From an optimization exercise on the open Yosys and OpenROAD flow, aimed at small area, a short achievable clock period and few clock cycles per item; shortcuts taken in it are not production practice.
Function was checked by simulation only, so behaviour that the tests miss may differ from the original.
No driver is modelled on the clock port, so clocking that relies on it looks cheaper here than on a real chip.
Power figures rest on the tool's default switching activity, not on a simulated workload.

==> flow/design.v (excerpt) <==
module sp_top (
	input  wire logic       clk,
	input  wire logic       rst_n,
	input  wire logic       in_valid,
	input  wire logic [8:0] in_data,
	input  wire logic [1:0] in_mode,
	output logic            out_valid,
	output logic [8:0]      out_data
);
	logic [2:0] cnt;
	logic       inv_en;
	logic       sort_en;
	always_ff @(posedge clk or negedge rst_n) begin
		if (!rst_n) begin
			cnt <= 3'd0;
		end else if (in_valid) begin
			cnt <= (cnt == 3'd5) ? 3'd0 : cnt + 3'd1;
		end
	end
	always_ff @(posedge clk) begin
		if (in_valid && cnt == 3'd0) begin
			inv_en  <= in_mode[0];
			sort_en <= in_mode[1];
		end
	end
	logic       va;
	logic       fold_a;
	logic [7:0] t_a;
	logic [6:0] in_inc;
	assign in_inc = in_data[7:1] + 7'd1;
	always_ff @(posedge clk or negedge rst_n) begin
		if (!rst_n) begin
			va <= 1'b0;
		end else begin
			va <= in_valid;
		end
	end
	always_ff @(posedge clk) begin
		fold_a <= in_data[8];
		t_a    <= in_data[8] ? {in_inc, in_data[0]} : ~in_data[7:0];
	end
	logic [8:0] a_b;
	logic [6:0] t_dec;
	logic [8:0] h;
	logic [7:0] h_inc;
	logic [8:0] inv_x;
	logic       vb;
	logic [8:0] ab;
	logic [8:0] bb;
	assign t_dec = t_a[7:1] - 7'd1;
	assign a_b   = fold_a ? {1'b1, t_dec, t_a[0]} : {1'b0, ~t_a};
	inv_rom u_rom (
		.t (t_a),
		.y (h)
	);
	assign h_inc = h[8:1] + 8'd1;
	assign inv_x = fold_a ? ~{h_inc, h[0]} : h;
	always_ff @(posedge clk or negedge rst_n) begin
		if (!rst_n) begin
			vb <= 1'b0;
		end else begin
			vb <= va;
		end
	end
	always_ff @(posedge clk) begin
		ab    <= a_b;
		bb    <= inv_en ? inv_x : a_b;
	end
	logic [5:0][8:0] list;
	logic [5:0][8:0] s_sr;
	logic [5:0]      moves;
	logic            out_active;
	logic [2:0]      phase;
	logic [8:0]      s_new;
	function automatic logic le9(input logic [8:0] x, input logic [8:0] y);
		logic r;
		r = 1'b1;
		for (int i = 0; i < 9; i++) begin
			r = (~x[i] & y[i]) | (~(x[i] & ~y[i]) & r);
		end
		le9 = r;
	endfunction
	function automatic logic [8:0] add509(input logic [8:0] x, input logic [8:0] y);
		logic [9:0] sum;
  ...
==> flow/config.mk <==
export PLATFORM = sky130hd
export DESIGN_NAME = sp_top
export DESIGN_NICKNAME = sp_top
export VERILOG_FILES = /design/flow/design.v
export SDC_FILE = /design/flow/constraint.sdc
export NUM_CORES = 4
export LEC_CHECK = 0
export CAP_MARGIN = 20
export CORE_MARGIN = 2
export CORE_UTILIZATION = 40
export SLEW_MARGIN = 20
==> flow/constraint.sdc <==
create_clock -name core_clock -period 10.0 [get_ports {clk}]
set_input_delay 2.0000 -clock core_clock [delete_from_list [all_inputs] [get_ports {clk}]]
set_output_delay 2.0000 -clock core_clock [all_outputs]
set_load 0.01 [all_outputs]
standard.sh (not shown) runs the stock make flow with config.mk's settings and CLKGATE_MAP_FILE= SYNTH_SCRIPT=/design/flow/synth_recipe.tcl, a recipe that flattens the netlist after the stock synthesis.
==> flow/flow/run.sh <==
#!/bin/bash
# Layout flow: the standard synthesis, its combinational logic re-mapped by ABC
# (registers untouched), then the standard flow from floorplan to finish.
set -euo pipefail
WORK=$(pwd)
R=$WORK/orfs/results/$FLOW_PLATFORM/sp_top/base
ABC_SCRIPT=${ABC_SCRIPT:-delay.abc}
ABC_D=${ABC_D:-2500}
MARGIN=${MARGIN:-7}
bash standard.sh $R/1_2_yosys.v > $WORK/log_synth.txt 2>&1
cp $R/1_2_yosys.v $WORK/std_netlist.v
LIB=$FLOW_HOME/platforms/$FLOW_PLATFORM/lib/sky130_fd_sc_hd__tt_025C_1v80.lib \
  IN_V=$WORK/std_netlist.v OUT_V=$WORK/resyn_netlist.v ABC_SCRIPT=$WORK/flow/$ABC_SCRIPT ABC_D=$ABC_D \
  yosys -c $WORK/flow/resyn.tcl > $WORK/log_resyn.txt 2>&1
cp $WORK/resyn_netlist.v $R/1_2_yosys.v
touch $R/1_2_yosys.v
CTS="-sink_clustering_enable -repair_clock_nets -dont_use_dummy_load -buf_list sky130_fd_sc_hd__clkbuf_8"
bash standard.sh SETUP_SLACK_MARGIN=$MARGIN "CTS_ARGS=$CTS" "BUFFER_PORTS_ARGS=-buffer_cell sky130_fd_sc_hd__buf_2" POST_CTS_TCL=$WORK/flow/skew.tcl finish > $WORK/log_finish.txt 2>&1
==> flow/flow/skew.tcl <==
# Sourced at the end of CTS (POST_CTS_TCL). Delays the clock of the bb
# registers, which take the inverse table's result, by one small clock buffer
# per leaf clock net, placed at the centre of its registers: the table path into bb is the longest between
# registers, and the paths out of bb have time to spare. No register on an
# input or output path is touched.
set block [ord::get_db_block]
set master [[ord::get_db] findMaster sky130_fd_sc_hd__clkbuf_2]
array set groups {}
foreach inst [$block getInsts] {
  if {[regexp {^bb\\?\[} [$inst getName]]} {
    set net [[$inst findITerm CLK] getNet]
    lappend groups([$net getName]) $inst
  }
}
set k 0
foreach netname [lsort [array names groups]] {
  set net [$block findNet $netname]
  set buf [odb::dbInst_create $block $master "skew_bb_buf_$k"]
  set newnet [odb::dbNet_create $block "skew_bb_clk_$k"]
  $newnet setSigType CLOCK
  [$buf findITerm A] connect $net
  [$buf findITerm X] connect $newnet
  # at the centre of its registers
  set sx 0
  set sy 0
  foreach f $groups($netname) {
    set loc [$f getLocation]
    set sx [expr {$sx + [lindex $loc 0]}]
    set sy [expr {$sy + [lindex $loc 1]}]
  }
  set nf [llength $groups($netname)]
  $buf setLocation [expr {$sx / $nf}] [expr {$sy / $nf}]
  $buf setPlacementStatus PLACED
  foreach f $groups($netname) {
    set it [$f findITerm CLK]
    $it disconnect
    $it connect $newnet
  }
  puts "skew: clkbuf_2 on $netname for [llength $groups($netname)] bb registers"
  incr k
}
global_connect
detailed_placement
check_placement -verbose
estimate_parasitics -placement
report_checks -path_delay max -group_path_count 5 -format end
Other scripts of this flow, unchanged in this note and not shown: flow/flow/delay.abc, flow/flow/resyn.tcl
The baseline finished with timing, DRC and antenna clean.
Testbench counts at the start, summed over its fixed seeds: cycles 2,504, jobs 192.
Change:
--- a/flow/flow/run.sh
+++ b/flow/flow/run.sh
@@ -7,5 +7,5 @@
 ABC_SCRIPT=${ABC_SCRIPT:-delay.abc}
 ABC_D=${ABC_D:-2500}
-MARGIN=${MARGIN:-7}
+MARGIN=${MARGIN:-7.1}
 bash standard.sh $R/1_2_yosys.v > $WORK/log_synth.txt 2>&1
 cp $R/1_2_yosys.v $WORK/std_netlist.v
--- a/flow/flow/skew.tcl
+++ b/flow/flow/skew.tcl
@@ -5,5 +5,5 @@
 # input or output path is touched.
 set block [ord::get_db_block]
-set master [[ord::get_db] findMaster sky130_fd_sc_hd__clkbuf_2]
+set master [[ord::get_db] findMaster sky130_fd_sc_hd__clkbuf_4]
 array set groups {}
 foreach inst [$block getInsts] {
@@ -37,5 +37,5 @@
     $it connect $newnet
   }
-  puts "skew: clkbuf_2 on $netname for [llength $groups($netname)] bb registers"
+  puts "skew: clkbuf_4 on $netname for [llength $groups($netname)] bb registers"
   incr k
 }
The new run ran to the end with no violations. Worst setup slack is worse by 0.0073 ns. Synthesized area does not change. Total power rose slightly. Routed wire length is higher slightly. Sequential share of layout area falls by 0.52 points. Die area does not change. Worst hold slack barely changes. Sequential power hardly moves. Global-route usage hardly moves. Critical path depth stays the same. Sequential cell count stays the same.

* * *

## before
sp_top again, from the RTL that the note above started with.
==> flow/config.mk <==
export PLATFORM = sky130hd
export DESIGN_NAME = sp_top
export DESIGN_NICKNAME = sp_top
export VERILOG_FILES = /design/flow/design.v
export SDC_FILE = /design/flow/constraint.sdc
export NUM_CORES = 4
export LEC_CHECK = 0
export CAP_MARGIN = 20
export CORE_MARGIN = 2
export CORE_UTILIZATION = 40
export SLEW_MARGIN = 20
==> flow/constraint.sdc <==
create_clock -name core_clock -period 10.0 [get_ports {clk}]
set_input_delay 2.0000 -clock core_clock [delete_from_list [all_inputs] [get_ports {clk}]]
set_output_delay 2.0000 -clock core_clock [all_outputs]
set_load 0.01 [all_outputs]
==> flow/flow/run.sh <==
#!/bin/bash
# Layout flow: the standard synthesis, its combinational logic re-mapped by ABC
# (registers untouched), then the standard flow from floorplan to finish.
set -euo pipefail
WORK=$(pwd)
R=$WORK/orfs/results/$FLOW_PLATFORM/sp_top/base
ABC_SCRIPT=${ABC_SCRIPT:-delay.abc}
ABC_D=${ABC_D:-2500}
MARGIN=${MARGIN:-7}
bash standard.sh $R/1_2_yosys.v > $WORK/log_synth.txt 2>&1
cp $R/1_2_yosys.v $WORK/std_netlist.v
LIB=$FLOW_HOME/platforms/$FLOW_PLATFORM/lib/sky130_fd_sc_hd__tt_025C_1v80.lib \
  IN_V=$WORK/std_netlist.v OUT_V=$WORK/resyn_netlist.v ABC_SCRIPT=$WORK/flow/$ABC_SCRIPT ABC_D=$ABC_D \
  yosys -c $WORK/flow/resyn.tcl > $WORK/log_resyn.txt 2>&1
cp $WORK/resyn_netlist.v $R/1_2_yosys.v
touch $R/1_2_yosys.v
CTS="-sink_clustering_enable -repair_clock_nets -dont_use_dummy_load -buf_list sky130_fd_sc_hd__clkbuf_8"
bash standard.sh SETUP_SLACK_MARGIN=$MARGIN "CTS_ARGS=$CTS" "BUFFER_PORTS_ARGS=-buffer_cell sky130_fd_sc_hd__buf_2" POST_CTS_TCL=$WORK/flow/skew.tcl finish > $WORK/log_finish.txt 2>&1
==> flow/flow/skew.tcl <==
# Sourced at the end of CTS (POST_CTS_TCL). Delays the clock of the bb
# registers, which take the inverse table's result, by one small clock buffer
# per leaf clock net, placed at the centre of its registers: the table path into bb is the longest between
# registers, and the paths out of bb have time to spare. No register on an
# input or output path is touched.
set block [ord::get_db_block]
set master [[ord::get_db] findMaster sky130_fd_sc_hd__clkbuf_4]
array set groups {}
foreach inst [$block getInsts] {
  if {[regexp {^bb\\?\[} [$inst getName]]} {
    set net [[$inst findITerm CLK] getNet]
    lappend groups([$net getName]) $inst
  }
}
set k 0
foreach netname [lsort [array names groups]] {
  set net [$block findNet $netname]
  set buf [odb::dbInst_create $block $master "skew_bb_buf_$k"]
  set newnet [odb::dbNet_create $block "skew_bb_clk_$k"]
  $newnet setSigType CLOCK
  [$buf findITerm A] connect $net
  [$buf findITerm X] connect $newnet
  # at the centre of its registers
  set sx 0
  set sy 0
  foreach f $groups($netname) {
    set loc [$f getLocation]
    set sx [expr {$sx + [lindex $loc 0]}]
    set sy [expr {$sy + [lindex $loc 1]}]
  }
  set nf [llength $groups($netname)]
  $buf setLocation [expr {$sx / $nf}] [expr {$sy / $nf}]
  $buf setPlacementStatus PLACED
  foreach f $groups($netname) {
    set it [$f findITerm CLK]
    $it disconnect
    $it connect $newnet
  }
  puts "skew: clkbuf_4 on $netname for [llength $groups($netname)] bb registers"
  incr k
}
global_connect
detailed_placement
check_placement -verbose
estimate_parasitics -placement
report_checks -path_delay max -group_path_count 5 -format end
Other scripts of this flow, unchanged in this note and not shown: flow/flow/delay.abc, flow/flow/resyn.tcl
Testbench counts of before, summed over its fixed seeds: cycles 2,504, jobs 192.
Setup changes, before to after
diff --git a/flow/flow/run.sh b/flow/flow/run.sh
--- a/flow/flow/run.sh
+++ b/flow/flow/run.sh
@@ -16,3 +16,3 @@
 touch $R/1_2_yosys.v
 CTS="-sink_clustering_enable -repair_clock_nets -dont_use_dummy_load -buf_list sky130_fd_sc_hd__clkbuf_8"
-bash standard.sh SETUP_SLACK_MARGIN=$MARGIN "CTS_ARGS=$CTS" "BUFFER_PORTS_ARGS=-buffer_cell sky130_fd_sc_hd__buf_2" POST_CTS_TCL=$WORK/flow/skew.tcl finish > $WORK/log_finish.txt 2>&1
+bash standard.sh SETUP_SLACK_MARGIN=$MARGIN "CTS_ARGS=$CTS" finish > $WORK/log_finish.txt 2>&1
removed: flow/flow/skew.tcl
==> notes.md <==
- after reports a higher share of post-route cells with drive strength above 1 than before does.
- Cell type of the slowest stage on the worst timing path: sky130_fd_sc_hd__dfxtp_1 -> after, sky130_fd_sc_hd__nor2_1 -> before
- Compared after vs before, and worst hold slack is down in after.
- after ended up with a higher global-route track usage on met1 than before did.
- When the final numbers for before and after were put side by side, the total number of nets in the final design turned out to be smaller in before.
- before reports its critical path startpoint as t_a[2] while after reports t_a[1].
- Lower number of global-route vias before repair goes to before over after.
- Setup slack in after is larger than in before.
- The worst reg-to-reg path cell count in after sits 3 above the value recorded for before.
- [after] endpoint arrival time on the critical path fell 170 ps relative to before
- Comparing after with before, the cell area after synthesis came out essentially unchanged.

* * *

Another version of the RTL of sp_top (not shown whole).
Size in the first run: about 24 I/O pins, roughly 11000 sq um of cells after synthesis.
==> flow/config.mk <==
export PLATFORM = sky130hd
export DESIGN_NAME = sp_top
export DESIGN_NICKNAME = sp_top
export VERILOG_FILES = /design/flow/design.v
export SDC_FILE = /design/flow/constraint.sdc
export NUM_CORES = 4
export LEC_CHECK = 0
export CAP_MARGIN = 20
export CORE_MARGIN = 2
export CORE_UTILIZATION = 40
export SLEW_MARGIN = 20
==> flow/constraint.sdc <==
create_clock -name core_clock -period 10.0 [get_ports {clk}]
set_input_delay 2.0000 -clock core_clock [delete_from_list [all_inputs] [get_ports {clk}]]
set_output_delay 2.0000 -clock core_clock [all_outputs]
set_load 0.01 [all_outputs]
==> flow/flow/run.sh <==
#!/bin/bash
# Layout flow: the standard synthesis, its combinational logic re-mapped by ABC
# (registers untouched), then the standard flow from floorplan to finish.
set -euo pipefail
WORK=$(pwd)
R=$WORK/orfs/results/$FLOW_PLATFORM/sp_top/base
ABC_SCRIPT=${ABC_SCRIPT:-delay.abc}
ABC_D=${ABC_D:-2500}
MARGIN=${MARGIN:-7}
bash standard.sh $R/1_2_yosys.v > $WORK/log_synth.txt 2>&1
cp $R/1_2_yosys.v $WORK/std_netlist.v
LIB=$FLOW_HOME/platforms/$FLOW_PLATFORM/lib/sky130_fd_sc_hd__tt_025C_1v80.lib \
  IN_V=$WORK/std_netlist.v OUT_V=$WORK/resyn_netlist.v ABC_SCRIPT=$WORK/flow/$ABC_SCRIPT ABC_D=$ABC_D \
  yosys -c $WORK/flow/resyn.tcl > $WORK/log_resyn.txt 2>&1
cp $WORK/resyn_netlist.v $R/1_2_yosys.v
touch $R/1_2_yosys.v
bash standard.sh SETUP_SLACK_MARGIN=$MARGIN finish > $WORK/log_finish.txt 2>&1
==> flow/flow/delay.abc <==
strash
dch -f
map {D}
buffer -p
upsize {D}
dnsize {D}
topo
stime -p
==> flow/flow/resyn.tcl <==
# Re-maps the combinational logic of the standard synthesis netlist with ABC.
# Registers stay the instances the standard synthesis made (same names and cells).
# env: IN_V, OUT_V, LIB, ABC_SCRIPT, ABC_D
yosys -import
set lib $::env(LIB)
read_liberty -ignore_miss_func $lib
read_verilog -defer $::env(IN_V)
hierarchy -top $::env(FLOW_TOP)
setattr -mod -set keep_hierarchy 1 sky130_fd_sc_hd__df* sky130_fd_sc_hd__edf* sky130_fd_sc_hd__dl* sky130_fd_sc_hd__sdf*
flatten
opt_clean -purge
tee -o $::env(OUT_V).pre.stat stat
set cf [open $::env(OUT_V).constr w]
puts $cf "set_driving_cell sky130_fd_sc_hd__buf_1"
puts $cf "set_load 5"
close $cf
abc -constr $::env(OUT_V).constr -liberty $lib -dont_use sky130_fd_sc_hd__probe_p_8 -dont_use sky130_fd_sc_hd__probec_p_8 -dont_use sky130_fd_sc_hd__lpflow_* -script $::env(ABC_SCRIPT) -D $::env(ABC_D)
opt_clean -purge
setundef -zero
splitnets
opt_clean -purge
hilomap -singleton -hicell sky130_fd_sc_hd__conb_1 HI -locell sky130_fd_sc_hd__conb_1 LO
insbuf -buf sky130_fd_sc_hd__buf_4 A X
tee -o $::env(OUT_V).stat stat -liberty $lib
select $::env(FLOW_TOP)
write_verilog -noattr -nohex -nodec -selected $::env(OUT_V)
The baseline finished with timing, DRC and antenna clean.
Testbench counts at the start, summed over its fixed seeds: cycles 2,504, jobs 192.
Next try:
--- a/flow/flow/run.sh
+++ b/flow/flow/run.sh
@@ -5,5 +5,5 @@
 WORK=$(pwd)
 R=$WORK/orfs/results/$FLOW_PLATFORM/sp_top/base
-ABC_SCRIPT=${ABC_SCRIPT:-delay.abc}
+ABC_SCRIPT=${ABC_SCRIPT:-deepsyn.abc}
 ABC_D=${ABC_D:-2500}
 MARGIN=${MARGIN:-7}
==> flow/flow/deepsyn.abc (new file) <==
strash
&get -n
&deepsyn -T 120
&put
dch -f
map {D}
buffer -p
upsize {D}
dnsize {D}
topo
stime -p
--- a/flow/flow/resyn.tcl
+++ b/flow/flow/resyn.tcl
@@ -11,9 +11,5 @@
 opt_clean -purge
 tee -o $::env(OUT_V).pre.stat stat
-set cf [open $::env(OUT_V).constr w]
-puts $cf "set_driving_cell sky130_fd_sc_hd__buf_1"
-puts $cf "set_load 5"
-close $cf
-abc -constr $::env(OUT_V).constr -liberty $lib -dont_use sky130_fd_sc_hd__probe_p_8 -dont_use sky130_fd_sc_hd__probec_p_8 -dont_use sky130_fd_sc_hd__lpflow_* -script $::env(ABC_SCRIPT) -D $::env(ABC_D)
+abc -liberty $lib -dont_use sky130_fd_sc_hd__probe_p_8 -dont_use sky130_fd_sc_hd__probec_p_8 -dont_use sky130_fd_sc_hd__lpflow_* -script $::env(ABC_SCRIPT) -D $::env(ABC_D)
 opt_clean -purge
 setundef -zero
=> Critical path depth rises by 5. Cell count falls by about 11%. Hold slack loses 0.0031 ns. Area after synthesis falls by about 14%. Combinational power falls by 14%. Maximum frequency falls by about 4%. Die area falls by about 14%. Wire length falls by about 13%. Final area falls by 4.3%.
Next try:
--- a/flow/flow/run.sh
+++ b/flow/flow/run.sh
@@ -5,7 +5,7 @@
 WORK=$(pwd)
 R=$WORK/orfs/results/$FLOW_PLATFORM/sp_top/base
-ABC_SCRIPT=${ABC_SCRIPT:-deepsyn.abc}
+ABC_SCRIPT=${ABC_SCRIPT:-delay.abc}
 ABC_D=${ABC_D:-2500}
-MARGIN=${MARGIN:-7}
+MARGIN=${MARGIN:-7.2}
 bash standard.sh $R/1_2_yosys.v > $WORK/log_synth.txt 2>&1
 cp $R/1_2_yosys.v $WORK/std_netlist.v
@@ -15,3 +15,4 @@
 cp $WORK/resyn_netlist.v $R/1_2_yosys.v
 touch $R/1_2_yosys.v
-bash standard.sh SETUP_SLACK_MARGIN=$MARGIN finish > $WORK/log_finish.txt 2>&1
+CTS="-sink_clustering_enable -repair_clock_nets -dont_use_dummy_load -buf_list sky130_fd_sc_hd__clkbuf_8"
+bash standard.sh SETUP_SLACK_MARGIN=$MARGIN "CTS_ARGS=$CTS" finish > $WORK/log_finish.txt 2>&1
==> flow/flow/delay.abc (replaced) <==
strash
dch -f
map -D 1400
buffer -p
upsize -D 1400
dnsize -D 1400
topo
stime -p
--- a/flow/flow/resyn.tcl
+++ b/flow/flow/resyn.tcl
@@ -11,5 +11,9 @@
 opt_clean -purge
 tee -o $::env(OUT_V).pre.stat stat
-abc -liberty $lib -dont_use sky130_fd_sc_hd__probe_p_8 -dont_use sky130_fd_sc_hd__probec_p_8 -dont_use sky130_fd_sc_hd__lpflow_* -script $::env(ABC_SCRIPT) -D $::env(ABC_D)
+set cf [open $::env(OUT_V).constr w]
+puts $cf "set_driving_cell sky130_fd_sc_hd__buf_1"
+puts $cf "set_load 5"
+close $cf
+abc -constr $::env(OUT_V).constr -liberty $lib -dont_use sky130_fd_sc_hd__probe_p_8 -dont_use sky130_fd_sc_hd__probec_p_8 -dont_use sky130_fd_sc_hd__lpflow_* -script $::env(ABC_SCRIPT) -D $::env(ABC_D)
 opt_clean -purge
 setundef -zero
removed: flow/flow/deepsyn.abc
Clock power goes down by 46%.
Worst hold slack is better by 0.011 ns.
Worst setup slack improved by 0.13 ns.
Power fell by 1.1%.
Area after synthesis grows by 5.8%.
Wire length came out higher by 13%.
Next try:
--- a/flow/flow/run.sh
+++ b/flow/flow/run.sh
@@ -7,5 +7,5 @@
 ABC_SCRIPT=${ABC_SCRIPT:-delay.abc}
 ABC_D=${ABC_D:-2500}
-MARGIN=${MARGIN:-7.2}
+MARGIN=${MARGIN:-7}
 bash standard.sh $R/1_2_yosys.v > $WORK/log_synth.txt 2>&1
 cp $R/1_2_yosys.v $WORK/std_netlist.v
@@ -15,4 +15,3 @@
 cp $WORK/resyn_netlist.v $R/1_2_yosys.v
 touch $R/1_2_yosys.v
-CTS="-sink_clustering_enable -repair_clock_nets -dont_use_dummy_load -buf_list sky130_fd_sc_hd__clkbuf_8"
-bash standard.sh SETUP_SLACK_MARGIN=$MARGIN "CTS_ARGS=$CTS" finish > $WORK/log_finish.txt 2>&1
+bash standard.sh SETUP_SLACK_MARGIN=$MARGIN finish > $WORK/log_finish.txt 2>&1
==> flow/flow/delay.abc (replaced) <==
strash
dch -f
map {D}
buffer -p
upsize {D}
dnsize {D}
topo
stime -p
--- a/flow/flow/resyn.tcl
+++ b/flow/flow/resyn.tcl
@@ -11,9 +11,5 @@
 opt_clean -purge
 tee -o $::env(OUT_V).pre.stat stat
-set cf [open $::env(OUT_V).constr w]
-puts $cf "set_driving_cell sky130_fd_sc_hd__buf_1"
-puts $cf "set_load 5"
-close $cf
-abc -constr $::env(OUT_V).constr -liberty $lib -dont_use sky130_fd_sc_hd__probe_p_8 -dont_use sky130_fd_sc_hd__probec_p_8 -dont_use sky130_fd_sc_hd__lpflow_* -script $::env(ABC_SCRIPT) -D $::env(ABC_D)
+abc -liberty $lib -dont_use sky130_fd_sc_hd__probe_p_8 -dont_use sky130_fd_sc_hd__probec_p_8 -dont_use sky130_fd_sc_hd__lpflow_* -script $::env(ABC_SCRIPT) -D $::env(ABC_D)
 opt_clean -purge
 setundef -zero
- CORE_UTILIZATION: 40 -> 55
After rerunning: The changed run produced a clean layout; clock-buffer cell count climbs by 1; maximum frequency decreases by 3.2%; cell area drops by 4.4%; total power climbs by 10%.

## afterwards: timing with drivers on the ports
The results above use ideal ports. As a check the final layouts listed here were re-extracted and re-timed, cells and wires unchanged. Step 1 sets driving cells, clkbuf_16 on the clock port and buf_2 on the other inputs (assumed; they add their load-dependent delay and slew). Step 2 moves the port delays by t, midway between the first and last clock arrival at a register: inputs arrive t later, outputs are due t later. That takes back most of the time a late clock gives input paths. Three values: ideal, step 1, step 2; two values: the first two.
run	t, ns	setup slack, ns	slew at the worst register clock pin (ns)	worst slew at a driven data input, ns
the first run of note 1	0.544	7.075 / 7.026 / 6.861	0.12 / 0.12	0.03
the second run of note 1	0.545	7.067 / 7.021 / 6.864	0.10 / 0.10	0.03
before	0.544	6.984 / 6.984 / 6.866	0.10 / 0.10	0.03
after	0.477	7.002 / 7.002 / 6.627	0.09 / 0.09	0.04
the first run of note 3	0.469	7.046 / 7.026 / 6.613	0.07 / 0.07	0.04
the second run of note 3	0.470	6.925 / 6.925 / 6.581	0.08 / 0.08	0.04
the third run of note 3	0.474	7.053 / 7.006 / 6.806	0.10 / 0.10	0.04
the fourth run of note 3	0.482	6.955 / 6.955 / 6.660	0.08 / 0.08	0.04
After both steps setup and hold are still met in every run listed. For the first run of note 3, which loses most, drivers alone change the setup slack by -0.020 ns; drivers and shift together by -0.433 ns.
